Source: an optimization exercise on an open RTL-to-GDS flow (aim: small area and a short achievable clock period). Production flows keep margins and buffers that such runs may drop. RTL that was checked went through simulation tests only; none was proved equivalent to the original. The RTL of runs 2 to 4 was laid out without a check of its function. Power is estimated from default activity; no workload was simulated.

==> flow/design.v <==
module watermark_embedder_core #(
  parameter int PIX_W      = 8,
  parameter int IMG_PIXELS = 65536,
  parameter int WM_BITS    = 1024,
  parameter int BIT_POS    = 0
) (
  input  logic                       clk,
  input  logic                       rst,
  input  logic                       start,
  output logic                       done,
  output logic                       busy,
  input  logic                       wm_wr_en,
  input  logic [$clog2(WM_BITS)-1:0] wm_wr_addr,
  input  logic                       wm_wr_data,
  input  logic                       s_valid,
  output logic                       s_ready,
  input  logic [PIX_W-1:0]           s_pixel,
  output logic                       m_valid,
  input  logic                       m_ready,
  output logic [PIX_W-1:0]           m_pixel,
  output logic                       m_last
);
  localparam int IW = $clog2(WM_BITS);
  localparam int CW = $clog2(IMG_PIXELS + 1);
  typedef enum logic [1:0] {IDLE, RUN, FLUSH, DONE} state_t;
  state_t            state, state_nxt;
  logic [CW-1:0]     cnt;
  logic [WM_BITS-1:0] wm;
  logic [IW-1:0]     wm_idx;
  logic              accept;
  logic              last_pix;
  logic [PIX_W-1:0]  pix_emb;
  generate
    if (CW >= IW) begin : g_idx_slice
      assign wm_idx = cnt[IW-1:0];
    end else begin : g_idx_ext
      assign wm_idx = {{(IW-CW){1'b0}}, cnt};
    end
  endgenerate
  assign last_pix = (cnt == CW'(IMG_PIXELS - 1));
  assign accept   = s_valid && s_ready;
  always_comb begin
    pix_emb          = s_pixel;
    pix_emb[BIT_POS] = wm[wm_idx];
  end
  always_ff @(posedge clk) begin
    if (state == IDLE && wm_wr_en)
      wm[wm_wr_addr] <= wm_wr_data;
  end
  always_ff @(posedge clk) begin
    if (rst) state <= IDLE;
    else     state <= state_nxt;
  end
  always_comb begin
    state_nxt = state;
    s_ready   = 1'b0;
    busy      = 1'b1;
    done      = 1'b0;
    case (state)
      IDLE: begin
        busy = 1'b0;
        if (start) state_nxt = RUN;
      end
      RUN: begin
        s_ready = !m_valid || m_ready;
        if (s_valid && (!m_valid || m_ready) && last_pix) state_nxt = FLUSH;
      end
      FLUSH: begin
        if (m_valid && m_ready && m_last) state_nxt = DONE;
      end
      DONE: begin
        done      = 1'b1;
        state_nxt = IDLE;
      end
      default: state_nxt = IDLE;
    endcase
  end
  always_ff @(posedge clk) begin
    if (rst) begin
      cnt     <= '0;
      m_valid <= 1'b0;
      m_pixel <= '0;
      m_last  <= 1'b0;
    end else begin
      if (state == IDLE && start) cnt <= '0;
      if (accept) begin
        m_pixel <= pix_emb;
        m_valid <= 1'b1;
        m_last  <= last_pix;
        cnt     <= cnt + CW'(1);
      end else if (m_valid && m_ready) begin
        m_valid <= 1'b0;
        m_last  <= 1'b0;
      end
    end
  end
endmodule
==> flow/run.sh <==
#!/bin/bash
# synth_recipe.tcl (not shown) runs the flow's synth.tcl, then flattens the netlist and writes it again
# the make line also repeats each setting of config.mk as NAME=value (left out here)
make -C /OpenROAD-flow-scripts/flow DESIGN_CONFIG=/design/flow/config.mk WORK_HOME=/design/flow/orfs CLKGATE_MAP_FILE= SYNTH_SCRIPT=/design/flow/synth_recipe.tcl finish
==> flow/config.mk <==
export PLATFORM = sky130hd
export DESIGN_NAME = watermark_embedder_core
export DESIGN_NICKNAME = watermark_embedder_core
export VERILOG_FILES = /design/flow/design.v
export SDC_FILE = /design/flow/constraint.sdc
export NUM_CORES = 4
export LEC_CHECK = 0
export CAP_MARGIN = 20
export CORE_MARGIN = 2
export CORE_UTILIZATION = 40
export SLEW_MARGIN = 20
==> flow/constraint.sdc <==
create_clock -name core_clock -period 5.0 [get_ports {clk}]
set_input_delay 1.0000 -clock core_clock [delete_from_list [all_inputs] [get_ports {clk}]]
set_output_delay 1.0000 -clock core_clock [all_outputs]
set_load 0.01 [all_outputs]
==> impl_metrics.xml, run 1 <==
<?xml version="1.0" encoding="UTF-8"?>
<metrics>
  <group name="clock_tree">
    <metric name="cts_buffer_depth" unit="">3</metric>
    <metric name="clk_pin_slew" unit="ns">0.06</metric>
    <metric name="cts_num_sinks" unit="">1053</metric>
    <metric name="clkLatencyLatePin" unit="ns">0.77</metric>
    <metric name="h_tree_depth_reported_by_cts" unit="">3</metric>
    <metric name="hold_buffers" unit="">0</metric>
    <metric name="cts_made_buffers" unit="">112</metric>
    <metric name="cts_resized" unit="">0</metric>
    <metric name="clk_root_buffer_cell" unit="">clkbuf_16</metric>
    <metric name="tritoncts" unit="">built</metric>
    <metric name="post_cts.repair.setup_buffers" unit="">0</metric>
  </group>
  <group name="setup_path">
    <metric name="timing.reg2reg.setup_slack" unit="ns">0.88</metric>
    <metric name="r2r.worst_path.cells" unit="">9</metric>
    <metric name="setup.worst_path.class" unit="">in -&gt; reg</metric>
    <metric name="cp-start-kind" unit="">input port</metric>
    <metric name="path_cells" unit="">clkdlybuf4s50_1 &gt; inv_1 &gt; ha_1 &gt; buf_4 &gt; xnor2_1 &gt; nor3_1 &gt; nor2b_1 &gt; nand2_1 &gt; nor2_1 &gt; nand2_1 &gt; mux2_1</metric>
    <metric name="critical_path.reg2reg.endpoint" unit="">m_pixel[0]</metric>
    <metric name="critical_path_arrival" unit="ns">5.09</metric>
    <metric name="critical_path.max_fanout" unit="">14</metric>
    <metric name="crit_path_end_kind" unit="">register</metric>
    <metric name="critPathMaxStageDelay" unit="ns">0.99</metric>
    <metric name="crit_slowest_cell" unit="">nor2b_1</metric>
    <metric name="worst_r2r_startpoint" unit="">cnt[0]</metric>
    <metric name="worst_ep_required_time" unit="ns">5.48</metric>
    <metric name="cpMostUsedCell" unit="">nand2_1</metric>
  </group>
  <group name="floorplan">
    <metric name="die-height" unit="µm">376</metric>
    <metric name="core_area" unit="mm²">0.137</metric>
    <metric name="die_span_in_x" unit="µm">376</metric>
    <metric name="std_cell_rows" unit="">136</metric>
    <metric name="pin_count" unit="">38</metric>
    <metric name="fp.dieArea" unit="mm²">0.141</metric>
    <metric name="start_util" unit="">0.402</metric>
  </group>
  <group name="detailed_routing">
    <metric name="via_count" unit="">41300</metric>
    <metric name="route.antenna.remaining_nets" unit="">0</metric>
    <metric name="dr.first_iter.drc_count" unit="">6123</metric>
    <metric name="routed_via_density" unit="">6.38</metric>
    <metric name="route.detailed.wl_per_inst" unit="µm">29.0</metric>
    <metric name="routed_wirelength" unit="mm">188</metric>
    <metric name="drcViolationCount" unit="">0</metric>
    <metric name="drt_pre_antenna_iters" unit="">6</metric>
  </group>
  <group name="yosys">
    <metric name="synth_top_cells_by_area" unit="">edfxtp_1 56%, o21ai_0 10%, mux4_2 8.4%</metric>
    <metric name="synth_top_area_cell" unit="">edfxtp_1</metric>
    <metric name="yosys.area.top_type_share" unit="">0.557</metric>
    <metric name="syn_avg_cell_area" unit="µm²">11.8</metric>
    <metric name="synth_most_common_cell" unit="">o21ai_0</metric>
    <metric name="synth-async-reset-ratio" unit="">0</metric>
    <metric name="postSynthRegisterBits" unit="">1053</metric>
    <metric name="post_synth_num_cell_types" unit="">82</metric>
    <metric name="synth-edff-count" unit="">1024</metric>
    <metric name="ys.warnings.count" unit="">1</metric>
    <metric name="synthCells" unit="">4660</metric>
    <metric name="postSynthNetCount" unit="">4697</metric>
    <metric name="syn-cell-area" unit="mm²">0.0552</metric>
    <metric name="synth.yosys.seq_area_share" unit="">0.567</metric>
    <metric name="dominantRegCellSynth" unit="">edfxtp_1</metric>
    <metric name="yosys-top-cells-count" unit="">1,116 x o21ai_0, 1,024 x edfxtp_1, 447 x o21ai_1</metric>
  </group>
  <group name="outcome">
    <metric name="run_status" unit="">no timing/DRC/antenna violations</metric>
  </group>
  <group name="grt">
    <metric name="number_of_global_route_vias_before_repair" unit="">38700</metric>
    <metric name="maximum_number_of_pins_on_one_net_before_global_route_repair" unit="">166</metric>
    <metric name="grt_antenna_before_repair" unit="">1</metric>
    <metric name="grt_pass1_wl" unit="mm">273</metric>
    <metric name="global_route.usage.total" unit="">0.261</metric>
    <metric name="grt_overflow" unit="">0</metric>
  </group>
  <group name="place">
    <metric name="gp_congestion" unit="">0.909</metric>
    <metric name="number_of_buffers_inserted_by_port_buffering" unit="">36</metric>
    <metric name="pre_cts_slack" unit="ns">-0.282</metric>
    <metric name="dp_hpwl" unit="mm">120</metric>
    <metric name="placedCellCount" unit="">6273</metric>
  </group>
  <group name="timing">
    <metric name="finalSetupViolCount" unit="">0</metric>
    <metric name="timing.hold.ws" unit="ns">0.456</metric>
    <metric name="report.final.hold_viol_count" unit="">0</metric>
    <metric name="finalCritPeriodShare" unit="">0.922</metric>
    <metric name="final_critical_path_setup_slack" unit="ns">0.390</metric>
    <metric name="rsz0062_at_grt" unit="">false</metric>
    <metric name="final_max_slew_viol_count" unit="">0</metric>
    <metric name="skew" unit="ns">0.0406</metric>
    <metric name="slew-limit-headroom" unit="">0.184</metric>
    <metric name="final.min_clock_period" unit="ns">4.61</metric>
    <metric name="setup_tns" unit="ns">0</metric>
    <metric name="worst_pin_slew" unit="ns">1.22</metric>
    <metric name="max_clock_freq" unit="MHz">217</metric>
  </group>
  <group name="cells_and_area">
    <metric name="filler_cell_count" unit="">12500</metric>
    <metric name="areaGrowthSynthToFinish" unit="%">11.9</metric>
    <metric name="final_nets" unit="">4630</metric>
    <metric name="instances_no_fill" unit="">6477</metric>
    <metric name="drive_gt1_frac" unit="">0.183</metric>
    <metric name="antenna_cells_inserted" unit="">0</metric>
  </group>
  <group name="flow_run">
    <metric name="drv.max_cap_violation_count" unit="">0</metric>
  </group>
  <group name="min_path">
    <metric name="worst_hold_path_type" unit="">reg -&gt; reg</metric>
    <metric name="min_from" unit="">m_pixel[2]</metric>
    <metric name="terminating_pin_of_the_worst_hold_path" unit="">m_pixel[2]</metric>
    <metric name="hold-path-cell-count" unit="">2</metric>
  </group>
  <group name="pwr">
    <metric name="power_per_cell_area" unit="mW/mm²">484</metric>
    <metric name="vdd_drop_max" unit="mV">0.286</metric>
    <metric name="p_leak" unit="µW">0.0185</metric>
  </group>
</metrics>
## per-stage QoR
step                      instance area, µm²   util  total power [µW]
after floorplan                        55200      -             20000
after global routing                   61800  0.450             31200
after CTS                              61800  0.450             29900
final                                  61800  0.450             29900
after global placement                 58400  0.425             21500
after detailed placement               58400  0.425             21800
## logic make-up (layout without fill, tap and decap cells)
group | count (synthesis) | count (layout) | synth area share
compound gates | 1770 | 1770 | 0.169
flops | 1053 | 1053 | 0.567
simple gates | 765 | 765 | 0.0610
mux | 581 | 581 | 0.158
buf+inv | 462 | 485 | 0.0384
xor+xnor | 17 | 17 | 0.00351
fa+ha+maj | 12 | 12 | 0.00272
## layout make-up
class                           instances  area (µm²)  area share
Clock inverter                         56         465     0.00753
Timing Repair Buffer                  265        2760      0.0446
Sequential cell                      1053       31300       0.507
Inverter                               16        60.1    0.000972
Tap cell                             1794        2240      0.0363
Multi-Input combinational cell       3145       22000       0.355
Clock buffer                          148        2980      0.0482
## metal layers
layer	routed length, µm	share of wire	GRT usage
met1	74700	0.40	0.366
met2	83000	0.44	0.393
met3	21000	0.11	0.0573
met4	8890	0.047	0.108
met5	0	0	0
## flip-flops by register name, summed over array words and instances (netlist names)
signal   cells
cnt         17
m_pixel      8
wm        1024
m_last       1
m_valid      1
state        2
## cells in the final DEF, fill, tap and decap left out, types with 13 or more instances in the layout
cell / synthesis / final
mux2_1: 48 / 48
clkdlybuf4s50_1: 0 / 35
nor3_1: 30 / 28
a22oi_1: 42 / 42
clkbuf_16: 0 / 113
clkinv_1: 2 / 25
mux2_2: 214 / 214
nand3_1: 52 / 52
nand2_1: 349 / 331
dfxtp_1: 29 / 23
a211oi_1: 17 / 17
mux2i_1: 114 / 114
and2_1: 21 / 20
o21ai_1: 447 / 447
edfxtp_1: 1024 / 1024
nor2b_1: 20 / 16
a21oi_1: 44 / 44
o21ai_0: 1116 / 1116
nand2_4: 0 / 16
buf_12: 1 / 54
clkbuf_1: 274 / 33
mux4_2: 205 / 205
a221oi_1: 20 / 20
clkinv_2: 0 / 15
buf_4: 19 / 175
inv_1: 13 / 13
nor2_1: 215 / 212
## power by group
group | internal (µW) | switching (µW) | total [µW]
clock network | 4490 | 3670 | 8160
logic | 2810 | 4020 | 6830
registers | 13700 | 1260 | 14900
total | 21000 | 8950 | 29900
## worst max path at each step
stage | start | to | slack, ns | depth (start not counted)
after global placement | wm_wr_addr[1] | wm[344] | -0.17 | 11
after global routing | wm_wr_addr[1] | wm[344] | 0.28 | 11
final | wm_wr_addr[1] | wm[344] | 0.39 | 11
after floorplan | wm_wr_en | wm[0] | -3.51 | 1
after CTS | wm_wr_addr[1] | wm[344] | 0.50 | 11
after detailed placement | wm_wr_addr[1] | wm[344] | -0.28 | 11
## worst max-delay path, delay by kind of cell
kind / cells / cell delay [ns]
xor gates and xnor gates: 1 / 0.14
adders and majority gates: 1 / 0.20
muxes: 1 / 0.33
buffers and inverters: 3 / 0.90
and+or+nand+nor: 5 / 2.51
==> run 2, diff against run 1 <==
==> flow/design.v (replaced) <==
module watermark_embedder_core #(
  parameter int PIX_W      = 8,
  parameter int IMG_PIXELS = 65536,
  parameter int WM_BITS    = 1024,
  parameter int BIT_POS    = 0
) (
  input  logic                       clk,
  input  logic                       rst,
  input  logic                       start,
  output logic                       done,
  output logic                       busy,
  input  logic                       wm_wr_en,
  input  logic [$clog2(WM_BITS)-1:0] wm_wr_addr,
  input  logic                       wm_wr_data,
  input  logic                       s_valid,
  output logic                       s_ready,
  input  logic [PIX_W-1:0]           s_pixel,
  output logic                       m_valid,
  input  logic                       m_ready,
  output logic [PIX_W-1:0]           m_pixel,
  output logic                       m_last
);
  localparam int IW = $clog2(WM_BITS);       
  localparam int CW = $clog2(IMG_PIXELS);    
  localparam int PW = 6;                     
  localparam int HW = IW - PW;               
  localparam int NP = 1 << HW;               
  logic               busy_q, run, flush, dn;
  logic               idle, accept, last_pix, wen;
  logic [CW-1:0]      rcnt;
  logic [WM_BITS-1:0] wm;
  logic [NP-1:0]      part;
  logic [HW-1:0]      hsel;
  logic               b0;
  logic [PIX_W-1:0]   pix_emb;
  assign idle     = ~busy_q;
  assign busy     = busy_q;
  assign done     = dn;
  assign m_last   = flush;
  assign s_ready  = run & (~m_valid | m_ready);
  assign accept   = s_valid & s_ready;
  assign last_pix = (rcnt == CW'(1));        
  assign wen      = idle & wm_wr_en;
  always_comb begin
    pix_emb          = s_pixel;
    pix_emb[BIT_POS] = b0;
  end
  always_ff @(posedge clk) begin
    for (int i = 0; i < WM_BITS; i++)
      if (wen && wm_wr_addr == IW'(i))
        wm[i] <= wm_wr_data;
  end
  always_ff @(posedge clk) begin
    if (rst) begin
      busy_q  <= 1'b0;
      run     <= 1'b0;
      flush   <= 1'b0;
      dn      <= 1'b0;
      m_valid <= 1'b0;
    end else begin
      busy_q  <= (idle & start) | (busy_q & ~dn);
      run     <= (idle & start) | (run & ~(accept & last_pix));
      flush   <= (run & accept & last_pix) | (flush & ~(m_valid & m_ready));
      dn      <= flush & m_valid & m_ready;
      m_valid <= accept | (m_valid & ~m_ready);
    end
  end
  always_ff @(posedge clk) begin
    if (accept) m_pixel <= pix_emb;
  end
  always_ff @(posedge clk) begin
    if (!run)        rcnt <= CW'(2);
    else if (accept) rcnt <= rcnt + CW'(1);
  end
  logic [(1<<PW)-1:0] lsel;
  logic [NP-1:0]      part_rd;
  always_comb begin
    for (int k = 0; k < (1<<PW); k++)
      lsel[k] = (rcnt[PW-1:0] == PW'(k));
    for (int j = 0; j < NP; j++)
      part_rd[j] = |(wm[j*(1<<PW) +: (1<<PW)] & lsel);
  end
  always_ff @(posedge clk) begin
    if (idle) begin
      b0      <= (wen && wm_wr_addr == IW'(0)) ? wm_wr_data : wm[0];
      part[0] <= (wen && wm_wr_addr == IW'(1)) ? wm_wr_data : wm[1];
      hsel    <= '0;
    end else if (accept) begin
      b0   <= part[hsel];
      part <= part_rd;
      hsel <= rcnt[IW-1:PW];
    end
  end
endmodule
==> run 2 against run 1 <==
Fmax grew 8.2%. Clock-buffer cell count grew 10. Die area shrank 19%.
==> impl_metrics.xml, run 2 <==
<?xml version="1.0" encoding="UTF-8"?>
<metrics>
  <group name="cells_and_area">
    <metric name="largest_reg_flops" unit="">1024</metric>
    <metric name="seqCellArea" unit="mm²">0.0320</metric>
    <metric name="final_common_cell" unit="">nor2_1</metric>
    <metric name="areaGrowthSynthToFinish" unit="%">14.8</metric>
    <metric name="drive_gt1_frac" unit="">0.115</metric>
    <metric name="filler_cell_count" unit="">10100</metric>
    <metric name="regMostFlops" unit="">wm</metric>
    <metric name="multi_input_comb_area" unit="mm²">0.0119</metric>
    <metric name="layout.cells.most_common_list" unit="">1,059 x nor2_1, 1,047 x edfxtp_1, 392 x a22oi_1</metric>
    <metric name="largest_registers" unit="">wm x1024, part x16, rcnt x16</metric>
    <metric name="final_nets" unit="">3748</metric>
  </group>
  <group name="pwr">
    <metric name="p_leak" unit="µW">0.0153</metric>
    <metric name="power_per_cell_area" unit="mW/mm²">360</metric>
    <metric name="vdd_drop_max" unit="mV">0.292</metric>
    <metric name="total_power" unit="µW">18500</metric>
  </group>
  <group name="clock_tree">
    <metric name="clkLatencyLatePin" unit="ns">0.70</metric>
    <metric name="cts_resized" unit="">0</metric>
    <metric name="cts_made_buffers" unit="">111</metric>
    <metric name="clk_pin_slew" unit="ns">0.06</metric>
    <metric name="tritoncts" unit="">built</metric>
    <metric name="post_cts.repair.setup_buffers" unit="">0</metric>
    <metric name="cts_num_sinks" unit="">1074</metric>
    <metric name="hold_buffers" unit="">0</metric>
    <metric name="clk_root_buffer_cell" unit="">clkbuf_16</metric>
    <metric name="cts_buffer_depth" unit="">3</metric>
    <metric name="h_tree_depth_reported_by_cts" unit="">3</metric>
  </group>
  <group name="setup_path">
    <metric name="cpMostUsedCell" unit="">nand4_1</metric>
    <metric name="cp_num_buf_inv" unit="">2</metric>
    <metric name="critical_path.max_fanout" unit="">9</metric>
    <metric name="cp-start-kind" unit="">register</metric>
    <metric name="crit_slowest_cell" unit="">nor2_2</metric>
    <metric name="cpLargestDelayFamily" unit="">simple AND/OR/NAND/NOR gates</metric>
    <metric name="setup.worst_path.class" unit="">reg -&gt; reg</metric>
    <metric name="path_cells" unit="">inv_1 &gt; ha_1 &gt; nand3b_1 &gt; nor2_2 &gt; buf_4 &gt; a22oi_1 &gt; nand4_1 &gt; nor2_1 &gt; nand4_1</metric>
    <metric name="worst_ep_required_time" unit="ns">5.43</metric>
    <metric name="crit_path_end_kind" unit="">register</metric>
    <metric name="critical_path_arrival" unit="ns">4.70</metric>
    <metric name="critPathMaxStageDelay" unit="ns">1.08</metric>
  </group>
  <group name="timing">
    <metric name="slew-limit-headroom" unit="">0.201</metric>
    <metric name="final_max_slew_viol_count" unit="">0</metric>
    <metric name="finalCritPeriodShare" unit="">0.852</metric>
    <metric name="report.final.hold_viol_count" unit="">0</metric>
    <metric name="final.min_clock_period" unit="ns">4.26</metric>
    <metric name="setup_tns" unit="ns">0</metric>
    <metric name="final_critical_path_setup_slack" unit="ns">0.738</metric>
    <metric name="finalSetupViolCount" unit="">0</metric>
    <metric name="skew" unit="ns">0.0277</metric>
    <metric name="rsz0062_at_grt" unit="">false</metric>
    <metric name="worst_pin_slew" unit="ns">1.20</metric>
    <metric name="max_clock_freq" unit="MHz">235</metric>
  </group>
  <group name="yosys">
    <metric name="synth_most_common_cell" unit="">nor2_1</metric>
    <metric name="synth-edff-count" unit="">1047</metric>
    <metric name="postSynthNetCount" unit="">3659</metric>
    <metric name="dominantRegCellSynth" unit="">edfxtp_1</metric>
    <metric name="synth-async-reset-ratio" unit="">0</metric>
    <metric name="synth_top_cells_by_area" unit="">edfxtp_1 70%, nor2_1 9.3%, a22oi_1 6.6%</metric>
    <metric name="post_synth_num_cell_types" unit="">56</metric>
    <metric name="yosys.area.top_type_share" unit="">0.704</metric>
    <metric name="synth_top_area_cell" unit="">edfxtp_1</metric>
    <metric name="synthCells" unit="">3630</metric>
    <metric name="synth.yosys.seq_area_share" unit="">0.716</metric>
    <metric name="yosys-top-cells-count" unit="">1,109 x nor2_1, 1,047 x edfxtp_1, 392 x a22oi_1</metric>
    <metric name="ys.warnings.count" unit="">1</metric>
    <metric name="syn-cell-area" unit="mm²">0.0447</metric>
    <metric name="postSynthRegisterBits" unit="">1074</metric>
    <metric name="syn_avg_cell_area" unit="µm²">12.3</metric>
  </group>
  <group name="detailed_routing">
    <metric name="route.detailed.wl_per_inst" unit="µm">32.7</metric>
    <metric name="drt_pre_antenna_iters" unit="">9</metric>
    <metric name="route.antenna.remaining_nets" unit="">0</metric>
    <metric name="dr.first_iter.drc_count" unit="">6417</metric>
    <metric name="routed_via_density" unit="">6.30</metric>
    <metric name="routed_wirelength" unit="mm">173</metric>
    <metric name="via_count" unit="">33400</metric>
    <metric name="drcViolationCount" unit="">0</metric>
  </group>
  <group name="floorplan">
    <metric name="start_util" unit="">0.404</metric>
    <metric name="fp.dieArea" unit="mm²">0.114</metric>
    <metric name="die-height" unit="µm">338</metric>
    <metric name="core_area" unit="mm²">0.111</metric>
    <metric name="std_cell_rows" unit="">122</metric>
    <metric name="pin_count" unit="">38</metric>
    <metric name="die_span_in_x" unit="µm">338</metric>
  </group>
  <group name="min_path">
    <metric name="worst_hold_path_type" unit="">reg -&gt; reg</metric>
  </group>
  <group name="place">
    <metric name="pre_cts_slack" unit="ns">1.05</metric>
    <metric name="dp_hpwl" unit="mm">116</metric>
    <metric name="number_of_buffers_inserted_by_port_buffering" unit="">36</metric>
    <metric name="gp_congestion" unit="">0.963</metric>
  </group>
  <group name="grt">
    <metric name="global_route.usage.total" unit="">0.295</metric>
    <metric name="grt_overflow" unit="">0</metric>
    <metric name="grt_antenna_before_repair" unit="">7</metric>
    <metric name="grt_pass1_wl" unit="mm">239</metric>
    <metric name="number_of_global_route_vias_before_repair" unit="">31200</metric>
    <metric name="maximum_number_of_pins_on_one_net_before_global_route_repair" unit="">185</metric>
  </group>
  <group name="flow_run">
    <metric name="drv.max_cap_violation_count" unit="">0</metric>
  </group>
  <group name="outcome">
    <metric name="run_status" unit="">no timing/DRC/antenna violations</metric>
  </group>
</metrics>
==> run 2: changes by cell type in the layout (fill, tap and decap cells not counted), moves of 73 or more <==
cell	change
mux2i_1	-108
o21ai_1	-447
a22oi_1	+350
nor2_1	+847
mux2_2	-202
nand4_1	+73
o21ai_0	-1111
mux4_2	-199
==> run 2: logic make-up (layout without fill, tap and decap cells) <==
logic type      after synthesis  count (layout)  share of synthesized area
fa+ha+maj                     4               4                    0.00112
simple gates               1744            1744                      0.162
xor+xnor                     14              14                    0.00274
flops                      1074            1074                      0.716
buf+inv                     261             438                     0.0231
other cells                   0               8                          0
compound gates              509             509                     0.0879
mux                          24              24                    0.00739
==> run 2: worst paths after layout <==
check	start	cells after the start	endpoint	slack (ns)
worst max-delay path	rcnt[1]	9	part[6]	0.74
worst min-delay path	b0	0	m_pixel[0]	0.43
worst max register to register	rcnt[1]	9	part[6]	0.74
worst min register to register	b0	0	m_pixel[0]	0.43
==> run 2: through the flow <==
step           utilization  cells  hold slack (ns)  instance area (µm²)
5_1_grt              0.463   5296            0.464                51300
3_3_place_gp         0.432   5092            0.408                47800
4_1_cts              0.463   5295            0.437                51200
3_5_place_dp         0.432   5094            0.423                47800
2_1_floorplan            -   3630            0.400                44700
6_report             0.463   5303            0.431                51300
==> run 2: cell type report <==
type,count,share of cell area
well taps,1488,0.0363
clock inverters,43,0.00715
diodes,8,0.000390
clock buffers,158,0.0603
multi-input cells,2295,0.232
repair buffers,230,0.0392
inverters,7,0.000512
flip-flops and latches,1074,0.624
==> run 2: metal layers <==
metal,global-route usage,routed length [µm],up-vias
met4,0.154,10400,4
li1,-,-,13500
met1,0.397,63700,16700
met5,0.00583,81,-
met2,0.427,73300,2679
met3,0.0911,25900,525
==> run 2: power by group <==
group	total, µW	internal, µW	switching (µW)
Combinational	527	103	424
Sequential	9890	9880	10.8
Clock	8060	4580	3480
Total	18500	14600	3910
==> run 3, diff against run 2 <==
--- a/flow/config.mk
+++ b/flow/config.mk
@@ -7,5 +7,6 @@
 export LEC_CHECK = 0
 export CAP_MARGIN = 20
 export CORE_MARGIN = 2
-export CORE_UTILIZATION = 40
+export CORE_UTILIZATION = 55
+export SETUP_SLACK_MARGIN = 2.4
 export SLEW_MARGIN = 20
==> run 3 against run 2 <==
Critical path depth unchanged. Sequential share of layout area down 3.4 points. Global-route usage up 14 points. Utilization up 21 points. Cell count down 5.3%. Still clean on timing, DRC and antenna. Register-to-register slack better by 1.2 ns. Final area up 5.9%. Die area down 27%. Highest routed layer unchanged. Combinational power up 17%. Sequential power about the same. Worst hold slack worse by 0.0092 ns. Synthesized area unchanged.
==> impl_metrics.xml, run 3 <==
<?xml version="1.0" encoding="UTF-8"?>
<metrics>
  <group name="detailed_routing">
    <metric name="maxUsedRoutingLayer" unit="">met5</metric>
    <metric name="drcViolationCount" unit="">0</metric>
    <metric name="via_count" unit="">35100</metric>
    <metric name="drt_pre_antenna_iters" unit="">7</metric>
    <metric name="route.antenna.remaining_nets" unit="">0</metric>
    <metric name="dr.first_iter.drc_count" unit="">6939</metric>
    <metric name="routed_wirelength" unit="mm">181</metric>
    <metric name="route.detailed.wl_per_inst" unit="µm">36.1</metric>
    <metric name="detailroute.wirelength.met3" unit="mm">30.6</metric>
    <metric name="routed_via_density" unit="">6.98</metric>
    <metric name="wl_met2" unit="mm">75.8</metric>
    <metric name="wirelength_met1" unit="mm">62.0</metric>
  </group>
  <group name="cells_and_area">
    <metric name="regMostFlops" unit="">wm</metric>
    <metric name="areaGrowthSynthToFinish" unit="%">21.6</metric>
    <metric name="layout.cells.most_common_list" unit="">1,047 x edfxtp_1, 1,043 x nor2_1, 338 x nand2_1</metric>
    <metric name="final_common_cell" unit="">edfxtp_1</metric>
    <metric name="final_nets" unit="">3901</metric>
    <metric name="largest_registers" unit="">wm x1024, part x16, rcnt x16</metric>
    <metric name="largest_reg_flops" unit="">1024</metric>
    <metric name="drive_gt1_frac" unit="">0.204</metric>
  </group>
  <group name="grt">
    <metric name="grt_overflow" unit="">0</metric>
    <metric name="number_of_global_route_vias_before_repair" unit="">32700</metric>
    <metric name="global_route.usage.total" unit="">0.431</metric>
    <metric name="grt_antenna_before_repair" unit="">11</metric>
    <metric name="grt_pass1_wl" unit="mm">247</metric>
    <metric name="maximum_number_of_pins_on_one_net_before_global_route_repair" unit="">129</metric>
  </group>
  <group name="yosys">
    <metric name="synth_compound_area_frac" unit="">0.0879</metric>
    <metric name="dominantRegCellSynth" unit="">edfxtp_1</metric>
    <metric name="synth.yosys.seq_area_share" unit="">0.716</metric>
    <metric name="yosys.area.top_type_share" unit="">0.704</metric>
    <metric name="post_synth_num_cell_types" unit="">56</metric>
    <metric name="syn_avg_cell_area" unit="µm²">12.3</metric>
    <metric name="synth-xor-area-share" unit="">0.00274</metric>
    <metric name="synth_simple_gate_area_frac" unit="">0.162</metric>
    <metric name="main_combinational_cell_family_by_area_after_synthesis" unit="">simple AND/OR/NAND/NOR gates</metric>
    <metric name="synthCells" unit="">3630</metric>
    <metric name="syn-cell-area" unit="mm²">0.0447</metric>
    <metric name="yosys.area_share.adder" unit="">0.00112</metric>
    <metric name="postSynthNetCount" unit="">3659</metric>
    <metric name="synth-edff-count" unit="">1047</metric>
    <metric name="synth-async-reset-ratio" unit="">0</metric>
    <metric name="ys.warnings.count" unit="">1</metric>
    <metric name="muxShareOfSynthArea" unit="">0.00739</metric>
    <metric name="postSynthRegisterBits" unit="">1074</metric>
    <metric name="yosys-top-cells-count" unit="">1,109 x nor2_1, 1,047 x edfxtp_1, 392 x a22oi_1</metric>
    <metric name="synth_top_area_cell" unit="">edfxtp_1</metric>
    <metric name="synth_most_common_cell" unit="">nor2_1</metric>
    <metric name="synth_top_cells_by_area" unit="">edfxtp_1 70%, nor2_1 9.3%, a22oi_1 6.6%</metric>
  </group>
  <group name="timing">
    <metric name="rsz0062_at_grt" unit="">true</metric>
    <metric name="worst_pin_slew" unit="ns">1.02</metric>
    <metric name="finalCritPeriodShare" unit="">0.620</metric>
    <metric name="slew-limit-headroom" unit="">0.320</metric>
    <metric name="max_clock_freq" unit="MHz">322</metric>
    <metric name="setup_tns" unit="ns">0</metric>
    <metric name="final_max_slew_viol_count" unit="">0</metric>
    <metric name="skew" unit="ns">0.0188</metric>
    <metric name="finalSetupViolCount" unit="">0</metric>
    <metric name="final.min_clock_period" unit="ns">3.10</metric>
    <metric name="report.final.hold_viol_count" unit="">0</metric>
  </group>
  <group name="pwr">
    <metric name="vdd_drop_max" unit="mV">0.327</metric>
    <metric name="total_power" unit="µW">18900</metric>
    <metric name="swShare" unit="">0.214</metric>
    <metric name="clock_power_share" unit="">0.445</metric>
    <metric name="p_leak" unit="µW">0.0168</metric>
    <metric name="power_switching" unit="µW">4040</metric>
    <metric name="power_frac_seq" unit="">0.523</metric>
    <metric name="internal_power" unit="µW">14900</metric>
    <metric name="combPwrFrac" unit="">0.032</metric>
    <metric name="power_per_cell_area" unit="mW/mm²">348</metric>
  </group>
  <group name="setup_path">
    <metric name="crit_path_end_kind" unit="">register</metric>
    <metric name="crit_slowest_cell" unit="">or4b_4</metric>
    <metric name="setup.worst_path.class" unit="">reg -&gt; reg</metric>
    <metric name="critPathMaxStageDelay" unit="ns">0.60</metric>
    <metric name="cp-start-kind" unit="">register</metric>
    <metric name="cpMostUsedCell" unit="">buf_4</metric>
    <metric name="critical_path.max_fanout" unit="">8</metric>
    <metric name="path_cells" unit="">buf_4 &gt; buf_4 &gt; or2_4 &gt; buf_4 &gt; nor2_4 &gt; a22oi_1 &gt; nand3_2 &gt; nor4_4 &gt; or4b_4</metric>
    <metric name="critical_path_arrival" unit="ns">3.50</metric>
    <metric name="worst_ep_required_time" unit="ns">5.40</metric>
  </group>
  <group name="flow_run">
    <metric name="drv.max_cap_violation_count" unit="">0</metric>
  </group>
  <group name="place">
    <metric name="dp_hpwl" unit="mm">113</metric>
    <metric name="number_of_buffers_inserted_by_port_buffering" unit="">36</metric>
    <metric name="gp_congestion" unit="">0.977</metric>
  </group>
  <group name="clock_tree">
    <metric name="tritoncts" unit="">built</metric>
    <metric name="clk_root_buffer_cell" unit="">clkbuf_16</metric>
    <metric name="h_tree_depth_reported_by_cts" unit="">3</metric>
    <metric name="clkLatencyLatePin" unit="ns">0.70</metric>
    <metric name="cts_made_buffers" unit="">109</metric>
    <metric name="hold_buffers" unit="">0</metric>
    <metric name="cts_buffer_depth" unit="">3</metric>
    <metric name="cts_num_sinks" unit="">1074</metric>
    <metric name="clk_pin_slew" unit="ns">0.06</metric>
  </group>
  <group name="floorplan">
    <metric name="std_cell_rows" unit="">104</metric>
    <metric name="pin_count" unit="">38</metric>
    <metric name="core_area" unit="mm²">0.0804</metric>
    <metric name="die_span_in_x" unit="µm">289</metric>
    <metric name="fp.dieArea" unit="mm²">0.0835</metric>
    <metric name="start_util" unit="">0.556</metric>
    <metric name="die-height" unit="µm">289</metric>
  </group>
  <group name="outcome">
    <metric name="run_status" unit="">no timing/DRC/antenna violations</metric>
  </group>
  <group name="min_path">
    <metric name="worst_hold_path_type" unit="">reg -&gt; reg</metric>
  </group>
</metrics>
-- run 3: cell types whose count changed in the layout (fill, tap and decap cells not counted), moves of 15 or more --
cell | previous run | this run
nor2_2 | 48 | 23
buf_6 | 0 | 48
nor2_1 | 1059 | 1043
a22oi_2 | 0 | 65
clkdlybuf4s50_1 | 35 | 15
clkbuf_1 | 39 | 18
and3_1 | 39 | 24
a22oi_1 | 392 | 327
buf_12 | 14 | 53
nor2_4 | 2 | 43
buf_4 | 178 | 229
-- run 3: worst paths after layout --
check	start	to	slack, ns	depth (start not counted)
setup / recovery	rcnt[3]	part[1]	1.90	9
hold / removal	b0	m_pixel[0]	0.42	0
setup reg to reg	rcnt[3]	part[1]	1.90	9
hold reg to reg	b0	m_pixel[0]	0.42	0
-- run 3: logic make-up (layout without fill, tap and decap cells) --
family,Yosys count,count (layout)
compound gates,509,509
xor+xnor,14,14
fa+ha+maj,4,4
buf+inv,261,590
flops,1074,1074
mux,24,24
other cells,0,2
simple gates,1744,1747
-- run 3: per-stage QoR --
| step | hold WS (ns) | utilization | std cells | setup slack (ns) | cell area (µm²) |
|---|---|---|---|---|---|
| floorplan | 0.400 | - | 3630 | 2.40 | 44700 |
| finish | 0.422 | 0.675 | 5024 | 1.90 | 54300 |
| global placement | 0.408 | 0.585 | 4624 | 0.964 | 47000 |
| global route | 0.429 | 0.675 | 5022 | 1.94 | 54300 |
| CTS | 0.419 | 0.664 | 4973 | 2.05 | 53400 |
| detailed placement | 0.405 | 0.585 | 4624 | 0.988 | 47000 |
-- run 3: critical path: cells and delay by family, from the launching register on --
kind	cells	cell delay, ns
buffers and inverters	3	0.53
AND/OR/NAND/NOR	5	1.43
flip-flops	1	0.35
AO/OA/AOI/OAI	1	0.49
-- run 3: layer usage --
| layer | up-vias | track usage |
|---|---|---|
| met4 | 14 | 0.247 |
| met5 | - | 0.0188 |
| li1 | 13800 | - |
| met1 | 17300 | 0.573 |
| met3 | 702 | 0.170 |
| met2 | 3217 | 0.603 |
-- run 3: area by class of cell --
| class | instances | area [µm²] |
|---|---|---|
| clock inverters | 71 | 729 |
| well taps | 1060 | 1330 |
| fillers | 5865 | 26100 |
| flip-flops and latches | 1074 | 32000 |
| repair buffers | 382 | 3990 |
| multi-input cells | 2298 | 13300 |
| diodes | 2 | 5.00 |
| inverters | 7 | 37.5 |
| clock buffers | 130 | 2870 |
-- run 3: repair_timing --
item	CTS	global route
setup endpoints to repair	700	205
endpoints found under the hold margin	0	0
gates resized for setup	336	111
buffers inserted	142	49
gates cloned	6	0
pin swaps	89	80
-- run 3: power groups by stage --
stage               registers (µW)  clock network (µW)  logic (µW)
finish                        9880                8410         614
global placement             10100                   0         502
CTS                           9890                8360         572
floorplan                    10100                   0         172
detailed placement           10100                   0         511
global route                  9880                8700         620
==> run 4, diff against run 3 <==
--- a/flow/design.v
+++ b/flow/design.v
@@ -31,7 +31,6 @@
   logic [WM_BITS-1:0] wm;
   logic [NP-1:0]      part;
   logic [HW-1:0]      hsel;
-  logic               b0;
   logic [PIX_W-1:0]   pix_emb;
   assign idle     = ~busy_q;
   assign busy     = busy_q;
@@ -39,16 +38,26 @@
   assign m_last   = flush;
   assign s_ready  = run & (~m_valid | m_ready);
   assign accept   = s_valid & s_ready;
-  assign last_pix = (rcnt == CW'(1));        
+  assign last_pix = (rcnt == CW'(0));        
   assign wen      = idle & wm_wr_en;
   always_comb begin
     pix_emb          = s_pixel;
-    pix_emb[BIT_POS] = b0;
+    pix_emb[BIT_POS] = part[hsel];
+  end
+  localparam int CB = 5;                     
+  logic [(1<<(IW-CB))-1:0] rset, rclr;
+  logic [(1<<CB)-1:0]      csel;
+  always_comb begin
+    for (int r = 0; r < (1<<(IW-CB)); r++) begin
+      rset[r] = wen &  wm_wr_data & (wm_wr_addr[IW-1:CB] == (IW-CB)'(r));
+      rclr[r] = wen & ~wm_wr_data & (wm_wr_addr[IW-1:CB] == (IW-CB)'(r));
+    end
+    for (int c = 0; c < (1<<CB); c++)
+      csel[c] = (wm_wr_addr[CB-1:0] == CB'(c));
   end
   always_ff @(posedge clk) begin
     for (int i = 0; i < WM_BITS; i++)
-      if (wen && wm_wr_addr == IW'(i))
-        wm[i] <= wm_wr_data;
+      wm[i] <= (wm[i] & ~(rclr[i >> CB] & csel[i % (1<<CB)])) | (rset[i >> CB] & csel[i % (1<<CB)]);
   end
   always_ff @(posedge clk) begin
     if (rst) begin
@@ -69,24 +78,29 @@
     if (accept) m_pixel <= pix_emb;
   end
   always_ff @(posedge clk) begin
-    if (!run)        rcnt <= CW'(2);
+    if (!run)        rcnt <= CW'(1);
     else if (accept) rcnt <= rcnt + CW'(1);
   end
-  logic [(1<<PW)-1:0] lsel;
-  logic [NP-1:0]      part_rd;
+  localparam int SW = PW / 2;                
+  logic [(1<<SW)-1:0]      sel_hi, sel_lo;
+  logic [NP-1:0]           part_rd;
+  logic [(1<<(PW-SW))-1:0] grp;
   always_comb begin
-    for (int k = 0; k < (1<<PW); k++)
-      lsel[k] = (rcnt[PW-1:0] == PW'(k));
-    for (int j = 0; j < NP; j++)
-      part_rd[j] = |(wm[j*(1<<PW) +: (1<<PW)] & lsel);
+    for (int k = 0; k < (1<<(PW-SW)); k++)
+      sel_hi[k] = (rcnt[PW-1:SW] == (PW-SW)'(k));
+    for (int k = 0; k < (1<<SW); k++)
+      sel_lo[k] = (rcnt[SW-1:0] == SW'(k));
+    for (int j = 0; j < NP; j++) begin
+      for (int a = 0; a < (1<<(PW-SW)); a++)
+        grp[a] = |(wm[j*(1<<PW) + a*(1<<SW) +: (1<<SW)] & sel_lo);
+      part_rd[j] = |(grp & sel_hi);
+    end
   end
   always_ff @(posedge clk) begin
     if (idle) begin
-      b0      <= (wen && wm_wr_addr == IW'(0)) ? wm_wr_data : wm[0];
-      part[0] <= (wen && wm_wr_addr == IW'(1)) ? wm_wr_data : wm[1];
+      part[0] <= (wen && wm_wr_addr == IW'(0)) ? wm_wr_data : wm[0];
       hsel    <= '0;
     end else if (accept) begin
-      b0   <= part[hsel];
       part <= part_rd;
       hsel <= rcnt[IW-1:PW];
     end
==> run 4 against run 3 <==
Sequential share of layout area shrank 14 points. Non-clock buffer count shrank 174. Sequential power decreased by 11%. Flip-flop and latch count is 1 lower. Critical endpoint is now part[10].
==> impl_metrics.xml, run 4 <==
<?xml version="1.0" encoding="UTF-8"?>
<metrics>
  <group name="clock_tree">
    <metric name="cts_num_sinks" unit="">1073</metric>
    <metric name="clk_pin_slew" unit="ns">0.07</metric>
    <metric name="hold_buffers" unit="">0</metric>
    <metric name="tritoncts" unit="">built</metric>
    <metric name="clk_root_buffer_cell" unit="">clkbuf_16</metric>
    <metric name="cts_made_buffers" unit="">110</metric>
    <metric name="clkLatencyLatePin" unit="ns">0.69</metric>
    <metric name="h_tree_depth_reported_by_cts" unit="">3</metric>
    <metric name="cts_buffer_depth" unit="">3</metric>
  </group>
  <group name="grt">
    <metric name="global_route.usage.total" unit="">0.392</metric>
    <metric name="grt_pass1_wl" unit="mm">228</metric>
    <metric name="maximum_number_of_pins_on_one_net_before_global_route_repair" unit="">130</metric>
    <metric name="grt_antenna_before_repair" unit="">15</metric>
    <metric name="grt_overflow" unit="">0</metric>
    <metric name="number_of_global_route_vias_before_repair" unit="">33700</metric>
  </group>
  <group name="cells_and_area">
    <metric name="regMostFlops" unit="">wm</metric>
    <metric name="final_nets" unit="">4487</metric>
    <metric name="largest_reg_flops" unit="">1024</metric>
    <metric name="layout.cells.most_common_list" unit="">1,996 x o21ai_0, 1,042 x dfxtp_1, 331 x a222oi_1</metric>
    <metric name="instances_no_fill" unit="">5543</metric>
    <metric name="areaGrowthSynthToFinish" unit="%">16.6</metric>
    <metric name="final_area" unit="mm²">0.0482</metric>
    <metric name="filler_cell_count" unit="">6242</metric>
    <metric name="final_common_cell" unit="">o21ai_0</metric>
    <metric name="largest_registers" unit="">wm x1024, part x16, rcnt x16</metric>
    <metric name="drive_gt1_frac" unit="">0.122</metric>
  </group>
  <group name="setup_path">
    <metric name="crit_path_end_kind" unit="">register</metric>
    <metric name="crit_slowest_cell" unit="">or4_4</metric>
    <metric name="worst_ep_required_time" unit="ns">5.41</metric>
    <metric name="r2r.worst_path.cells" unit="">9</metric>
    <metric name="worst_r2r_startpoint" unit="">rcnt[0]</metric>
    <metric name="critical_path_arrival" unit="ns">3.47</metric>
    <metric name="critPathMaxStageDelay" unit="ns">0.59</metric>
    <metric name="cp-start-kind" unit="">register</metric>
    <metric name="cpMostUsedCell" unit="">a222oi_1</metric>
    <metric name="critical_path.reg2reg.endpoint" unit="">part[10]</metric>
    <metric name="setup.worst_path.class" unit="">reg -&gt; reg</metric>
    <metric name="cp-startpoint" unit="">rcnt[0]</metric>
    <metric name="timing.reg2reg.setup_slack" unit="ns">1.94</metric>
    <metric name="path_cells" unit="">buf_6 &gt; ha_4 &gt; buf_12 &gt; buf_8 &gt; a222oi_1 &gt; nand2_1 &gt; a222oi_1 &gt; o22ai_1 &gt; or4_4</metric>
    <metric name="critical_path.max_fanout" unit="">22</metric>
  </group>
  <group name="yosys">
    <metric name="yosys-top-cells-count" unit="">1,997 x o21ai_0, 1,049 x dfxtp_1, 478 x clkbuf_1</metric>
    <metric name="synth.yosys.seq_area_share" unit="">0.526</metric>
    <metric name="postSynthNetCount" unit="">4703</metric>
    <metric name="synth_top_area_cell" unit="">dfxtp_1</metric>
    <metric name="synth_top_cells_by_area" unit="">dfxtp_1 51%, o21ai_0 24%, a222oi_1 8.0%</metric>
    <metric name="synthCells" unit="">4672</metric>
    <metric name="dominantRegCellSynth" unit="">dfxtp_1</metric>
    <metric name="post_synth_num_cell_types" unit="">59</metric>
    <metric name="syn-cell-area" unit="mm²">0.0413</metric>
    <metric name="synth-edff-count" unit="">24</metric>
    <metric name="synth-async-reset-ratio" unit="">0</metric>
    <metric name="syn_avg_cell_area" unit="µm²">8.84</metric>
    <metric name="yosys.area.top_type_share" unit="">0.508</metric>
    <metric name="postSynthRegisterBits" unit="">1073</metric>
    <metric name="synth_most_common_cell" unit="">o21ai_0</metric>
    <metric name="ys.warnings.count" unit="">1</metric>
  </group>
  <group name="timing">
    <metric name="worst_pin_slew" unit="ns">1.11</metric>
    <metric name="skew" unit="ns">0.0210</metric>
    <metric name="final.min_clock_period" unit="ns">3.06</metric>
    <metric name="setup_tns" unit="ns">0</metric>
    <metric name="max_clock_freq" unit="MHz">327</metric>
    <metric name="finalCritPeriodShare" unit="">0.612</metric>
    <metric name="report.final.hold_viol_count" unit="">0</metric>
    <metric name="rsz0062_at_grt" unit="">true</metric>
    <metric name="finalSetupViolCount" unit="">0</metric>
    <metric name="final_max_slew_viol_count" unit="">0</metric>
    <metric name="slew-limit-headroom" unit="">0.259</metric>
    <metric name="final_critical_path_setup_slack" unit="ns">1.94</metric>
  </group>
  <group name="outcome">
    <metric name="run_status" unit="">no timing/DRC/antenna violations</metric>
  </group>
  <group name="min_path">
    <metric name="terminating_pin_of_the_worst_hold_path" unit="">flush</metric>
    <metric name="worst_hold_path_type" unit="">reg -&gt; reg</metric>
    <metric name="hold-path-cell-count" unit="">2</metric>
    <metric name="min_from" unit="">flush</metric>
  </group>
  <group name="detailed_routing">
    <metric name="route.detailed.wl_per_inst" unit="µm">31.8</metric>
    <metric name="routed_via_density" unit="">7.20</metric>
    <metric name="dr.first_iter.drc_count" unit="">8508</metric>
    <metric name="routed_wirelength" unit="mm">176</metric>
    <metric name="drt_pre_antenna_iters" unit="">9</metric>
    <metric name="drcViolationCount" unit="">0</metric>
    <metric name="route.antenna.remaining_nets" unit="">0</metric>
    <metric name="via_count" unit="">39900</metric>
  </group>
  <group name="floorplan">
    <metric name="die-height" unit="µm">278</metric>
    <metric name="start_util" unit="">0.555</metric>
    <metric name="die_span_in_x" unit="µm">278</metric>
    <metric name="std_cell_rows" unit="">100</metric>
    <metric name="pin_count" unit="">38</metric>
    <metric name="core_area" unit="mm²">0.0744</metric>
    <metric name="fp.dieArea" unit="mm²">0.0773</metric>
  </group>
  <group name="place">
    <metric name="dp_hpwl" unit="mm">70.2</metric>
    <metric name="placedInstanceArea" unit="mm²">0.0418</metric>
    <metric name="placedCellCount" unit="">5217</metric>
    <metric name="pre_cts_slack" unit="ns">1.11</metric>
    <metric name="number_of_buffers_inserted_by_port_buffering" unit="">36</metric>
    <metric name="gp_congestion" unit="">0.803</metric>
  </group>
  <group name="pwr">
    <metric name="p_leak" unit="µW">0.0168</metric>
    <metric name="vdd_drop_max" unit="mV">0.295</metric>
    <metric name="power_per_cell_area" unit="mW/mm²">382</metric>
  </group>
  <group name="flow_run">
    <metric name="drv.max_cap_violation_count" unit="">0</metric>
  </group>
</metrics>
run 4: cell types whose count changed after synthesis, moves of 264 or more:
cell and change:
o21ai_0 +1992, dfxtp_1 +1022, a222oi_1 +324, edfxtp_1 -1023, nor2_1 -1055, clkbuf_1 +264
a22oi_1 -365
run 4: critical path, delay by kind of cell (launching register included):
kind	cells	cell delay [ns]
flops	1	0.37
buf+inv	3	0.44
simple gates	2	0.70
fa+ha+maj	1	0.17
compound gates	3	1.08
run 4: worst max path at each step:
stage	endpoint	slack (ns)	cells after the start
finish	part[10]	1.94	9
global route	part[1]	1.95	9
CTS	part[6]	2.03	9
detailed placement	wm[882]	1.11	7
global placement	wm[890]	1.11	7
floorplan	part[1]	2.41	10
run 4: layout make-up:
class	count	area [µm²]	share of cell area
Timing Repair Buffer	208	2750	0.0570
Sequential cell	1073	21700	0.451
Antenna cell	27	67.6	0.00140
Clock buffer	154	3190	0.0662
Tap cell	969	1210	0.0252
Inverter	7	31.3	0.000649
Multi-Input combinational cell	3056	18700	0.388
Clock inverter	49	522	0.0108
run 4: repair_timing:
action,4_1_cts,5_1_grt
gates cloned,19,23
buffers inserted,33,21
endpoints found under the setup margin,1012,671
pin swaps,78,92
resized for setup,198,76
endpoints found under the hold margin,0,0
run 4: cells by family (layout without fill, tap and decap cells):
kind of cell	count (synthesis)	count (layout)	synth area share
mux	60	60	0.0172
buf+inv	563	418	0.0538
other cells	0	27	0
compound gates	2483	2483	0.349
simple gates	478	498	0.0503
fa+ha+maj	6	6	0.00182
xor+xnor	9	9	0.00191
flops	1073	1073	0.526
run 4: where the power goes:
group | switching, µW | leakage, µW | total (µW) | internal (µW)
Sequential | 59.5 | 0.00867 | 8750 | 8690
Clock | 3590 | 0.00185 | 8510 | 4920
Combinational | 801 | 0.00624 | 1160 | 358
run 4: stage by stage:
stage | hold slack, ns | util | power [µW]
floorplan | 0.447 | - | 9360
global placement | 0.459 | 0.562 | 9680
detailed placement | 0.463 | 0.562 | 9690
CTS | 0.471 | 0.634 | 18200
global route | 0.495 | 0.647 | 18800
finish | 0.470 | 0.647 | 18400
run 4: per-layer routing:
layer,vias up,part of all wire,track usage
met2,2917,0.43,0.594
met3,536,0.13,0.0669
met4,0,0.048,0.156
met1,19300,0.39,0.555
li1,17200,-,-
met5,-,0,0

-- separate check: timing with driven ports --
The flow's constraints put no driver on any port. The routed layouts listed below were extracted and timed again, unchanged, in two steps. Step 1: set_driving_cell puts a clkbuf_16 on clk and a buf_2 on each other input, an assumption about the parent block. Step 2, shift: input delay + t, output delay - t, t = (earliest + latest rising clock arrival at the registers) / 2. This alone moves slack from input paths to output paths. Slacks: ideal ports / drivers / drivers and shift; pairs: ideal ports / drivers.
run	shift t [ns]	slack for setup (ns)	hold slack, ns
run 1	0.818	0.390 / 0.433 / -0.385	0.456 / 0.456 / 0.456
run 2	0.764	0.738 / 0.738 / 0.738	0.431 / 0.431 / 0.431
run 3	0.761	1.898 / 1.898 / 1.584	0.422 / 0.422 / 0.422
run 4	0.754	1.938 / 1.938 / 1.559	0.470 / 0.470 / 0.470
Met with ideal ports but missed after step 2: setup timing in run 1. The setup slack of run 1, which loses most, moves by +0.043 ns with the drivers and by -0.775 ns with both steps.
